From an optimization exercise on the open Yosys and OpenROAD flow, aimed at small area, a short achievable clock period and few clock cycles; shortcuts taken in it are not production practice.
Function was checked by simulation only, so behaviour that the tests miss may differ from the original.
No activity file was given, so power comes from the tool's default toggle rates.

## run A
Design requant_argmax_pipe, start of the top module:
module requant_argmax_pipe #(
  parameter int ACC_W       = 25,
  parameter int OUT_W       = 8,
  parameter int MULT_W      = 16,
  parameter int SHIFT_W     = 5,
  parameter int NUM_CLASSES = 10,
  parameter int IDX_W       = $clog2(NUM_CLASSES)
) (
  input  logic                     clk,
  input  logic                     rst_n,
  input  logic                     cfg_load,
  input  logic signed [ACC_W-1:0]  cfg_bias,
  input  logic        [MULT_W-1:0] cfg_mult,
  input  logic       [SHIFT_W-1:0] cfg_shift,
  input  logic                     cfg_round,
  input  logic signed [OUT_W-1:0]  cfg_offset,
  input  logic signed [OUT_W-1:0]  cfg_min,
  input  logic signed [OUT_W-1:0]  cfg_max,
  output logic                     busy,
  input  logic                     in_valid,
  output logic                     in_ready,
  input  logic signed [ACC_W-1:0]  in_data,
  input  logic                     in_last,
  output logic                     out_valid,
  input  logic                     out_ready,
  output logic signed [OUT_W-1:0]  out_data,
  output logic                     out_last,
  output logic                     argmax_valid,
  ...
For scale: about 3300 cells after synthesis, ~370 flip-flops, ~130 I/O pins, roughly 27000 µm² of cells after synthesis.
==> flow/config.mk <==
export PLATFORM = sky130hd
export DESIGN_NAME = requant_argmax_pipe
export DESIGN_NICKNAME = requant_argmax_pipe
export VERILOG_FILES = /design/flow/design.v
export SDC_FILE = /design/flow/constraint.sdc
export NUM_CORES = 4
export LEC_CHECK = 0
export ABC_AREA = 1
export CAP_MARGIN = 20
export CORE_MARGIN = 2
export CORE_UTILIZATION = 40
export CTS_CLUSTER_DIAMETER = 100
export CTS_CLUSTER_SIZE = 30
export SLEW_MARGIN = 20
==> flow/constraint.sdc <==
create_clock -name core_clock -period 12.0 [get_ports {clk}]
set_input_delay 2.4000 -clock core_clock [delete_from_list [all_inputs] [get_ports {clk}]]
set_output_delay 2.4000 -clock core_clock [all_outputs]
set_load 0.01 [all_outputs]
standard.sh (not shown) runs the stock make flow with config.mk's settings and CLKGATE_MAP_FILE= SYNTH_SCRIPT=/design/flow/synth_recipe.tcl, a recipe that flattens the netlist after the stock synthesis.
==> flow/flow/run.sh <==
#!/bin/bash
# The standard ORFS layout (standard.sh), with two changes to how it is
# made: repair_timing aims for 8.5 ns of setup slack at the design's clock
# period, and the port buffers are buf_2.
set -euo pipefail
bash standard.sh SETUP_SLACK_MARGIN=8.5 "BUFFER_PORTS_ARGS=-buffer_cell sky130_fd_sc_hd__buf_2" finish > standard_flow.log 2>&1
Run A | stages: all done | timing, DRC, antenna: all pass
Testbench counts of run A, summed over its fixed seeds: cycles 9,640.
Setup changes, run A to run B
-- flow/config.mk --
<<< run A, line 12
export CTS_CLUSTER_DIAMETER = 100
export CTS_CLUSTER_SIZE = 30
>>> run B, line 12
export CTS_CLUSTER_DIAMETER = 90
export CTS_CLUSTER_SIZE = 28
Notes after the runs:
- Between run A and run B, the difference in sum of routed wire segments on met1 is negligible.
- Taking run A as the reference, in run B register-to-register slack held, non-clock buffer count went up about 6.4%, final routed wire length divided by cell count went up 1.3%, power went up 0.12 mW.
- From run B to run A, critical path depth did not move at all.
- Comparing run A with run B, the wire length of the first global-routing pass came out essentially unchanged.
- Post-route fraction of the period consumed by the critical path of run A is on par with run B.
Relative to run B, the following input files were edited for run C:
==> flow/flow/run.sh <==
#!/bin/bash
# The standard ORFS layout (standard.sh), with two changes to how it is
# made: repair_timing aims for 8.35 ns of setup slack at the design's clock
# period, and the port buffers are buf_2.
set -euo pipefail
bash standard.sh SETUP_SLACK_MARGIN=8.35 "BUFFER_PORTS_ARGS=-buffer_cell sky130_fd_sc_hd__buf_2" finish > standard_flow.log 2>&1
-- flow/config.mk --
<<< run B, line 12
export CTS_CLUSTER_DIAMETER = 90
export CTS_CLUSTER_SIZE = 28
>>> run C, line 12
export CTS_CLUSTER_DIAMETER = 80
export CTS_CLUSTER_SIZE = 25
Results
- ~same worst hold slack in run B and run C
- According to the power report, total power for run C is lower than for run B.
- Comparing run C against run B, there is no change at all in number of sequential cells.
- The per-cell via count in the routed design number comes out higher for run B vs run C.
Input-level comparison between run D and run C:
==> flow/flow/run.sh <==
#!/bin/bash
# The standard ORFS layout (standard.sh), with two changes to how it is
# made: repair_timing aims for 8.5 ns of setup slack at the design's clock
# period, and the port buffers are buf_1.
set -euo pipefail
bash standard.sh SETUP_SLACK_MARGIN=8.5 "BUFFER_PORTS_ARGS=-buffer_cell sky130_fd_sc_hd__buf_1" finish > standard_flow.log 2>&1
-- flow/config.mk --
<<< run C, line 12
export CTS_CLUSTER_DIAMETER = 80
export CTS_CLUSTER_SIZE = 25
>>> run D, line 12
export CTS_BUF_LIST = sky130_fd_sc_hd__clkbuf_16
export CTS_CLUSTER_DIAMETER = 100
export CTS_CLUSTER_SIZE = 30
==> run notes <==
Run D went all the way through the flow, and no timing, DRC or antenna check failed.
From run C to run D the numbers moved as follows: source-to-sink clock delay at the later pin of the worst-skew pair saw little to no change; fmax saw an increase; length in cells of the worst reg-to-reg path saw an increase; final design area excluding fillers saw an increase; count of clock-buffer cells in the layout saw a decrease.
Cell count was lower in run C than in run D.
Run C → run D: setup slack rose by 140 ps; area added between synthesis and finish rose by 2.3 points.
Met1 usage: run D vs run C up 0.75 points
For the final-layout clock-cell area share, run D came in 0.65 points lower than run C did.
Run D vs run C, timing endpoint of the critical path: out_last vs out_data[3]
## Diff of input files: run E against run D
==> flow/flow/run.sh <==
#!/bin/bash
# The standard ORFS layout (standard.sh), with two changes to how it is
# made: repair_timing aims for 8.5 ns of setup slack at the design's clock
# period, and the port buffers are buf_2.
set -euo pipefail
bash standard.sh SETUP_SLACK_MARGIN=8.5 "BUFFER_PORTS_ARGS=-buffer_cell sky130_fd_sc_hd__buf_2" finish > standard_flow.log 2>&1
-- flow/config.mk --
<<< run D, line 12
export CTS_BUF_LIST = sky130_fd_sc_hd__clkbuf_16
export CTS_CLUSTER_DIAMETER = 100
export CTS_CLUSTER_SIZE = 30
>>> run E, line 12
export CTS_CLUSTER_DIAMETER = 80
export CTS_CLUSTER_SIZE = 25
--- outcome ---
Run E vs. run D: final area rose by 500 µm², clock group share of total power rose by 2.0 points, utilization after layout rose by 0.76 points. Min area overhead of the layout relative to synthesis across run D and run E: run D. Going from run D to run E, total length of routed met2 wires shrank slightly. Run D and run E ended up with nearly the same met1 track utilization from global routing. Comparing the two runs side by side, run E comes out behind run D on total power. Min post-detailed-route via-to-cell ratio across run D and run E: run D.

-- re-timing with driven ports --
The results above use ideal ports. As a check the final layouts listed here were re-extracted and re-timed, cells and wires unchanged.
Step 1 assumes that a clkbuf_16 drives the clock port and a buf_2 every other input.
Step 2 also shifts input and output timing later by t, the mid clock arrival at the registers, as if the neighbouring blocks saw the same clock.
Three values: ideal ports, drivers, drivers and shift; two values: the first two.
run	shift t [ns]	setup slack, ns	worst slew at a driven data input, ns
run A	0.610	8.535 / 8.475 / 8.047	0.11
run B	0.617	8.517 / 8.458 / 8.027	0.11
run C	0.627	8.379 / 8.325 / 7.891	0.07
run D	0.617	8.523 / 8.459 / 8.086	0.13
run E	0.637	8.506 / 8.446 / 8.011	0.12
After both steps setup and hold are still met in every run listed. The setup slack of run E, which loses most, moves by -0.060 ns with the drivers and by -0.495 ns with both steps.
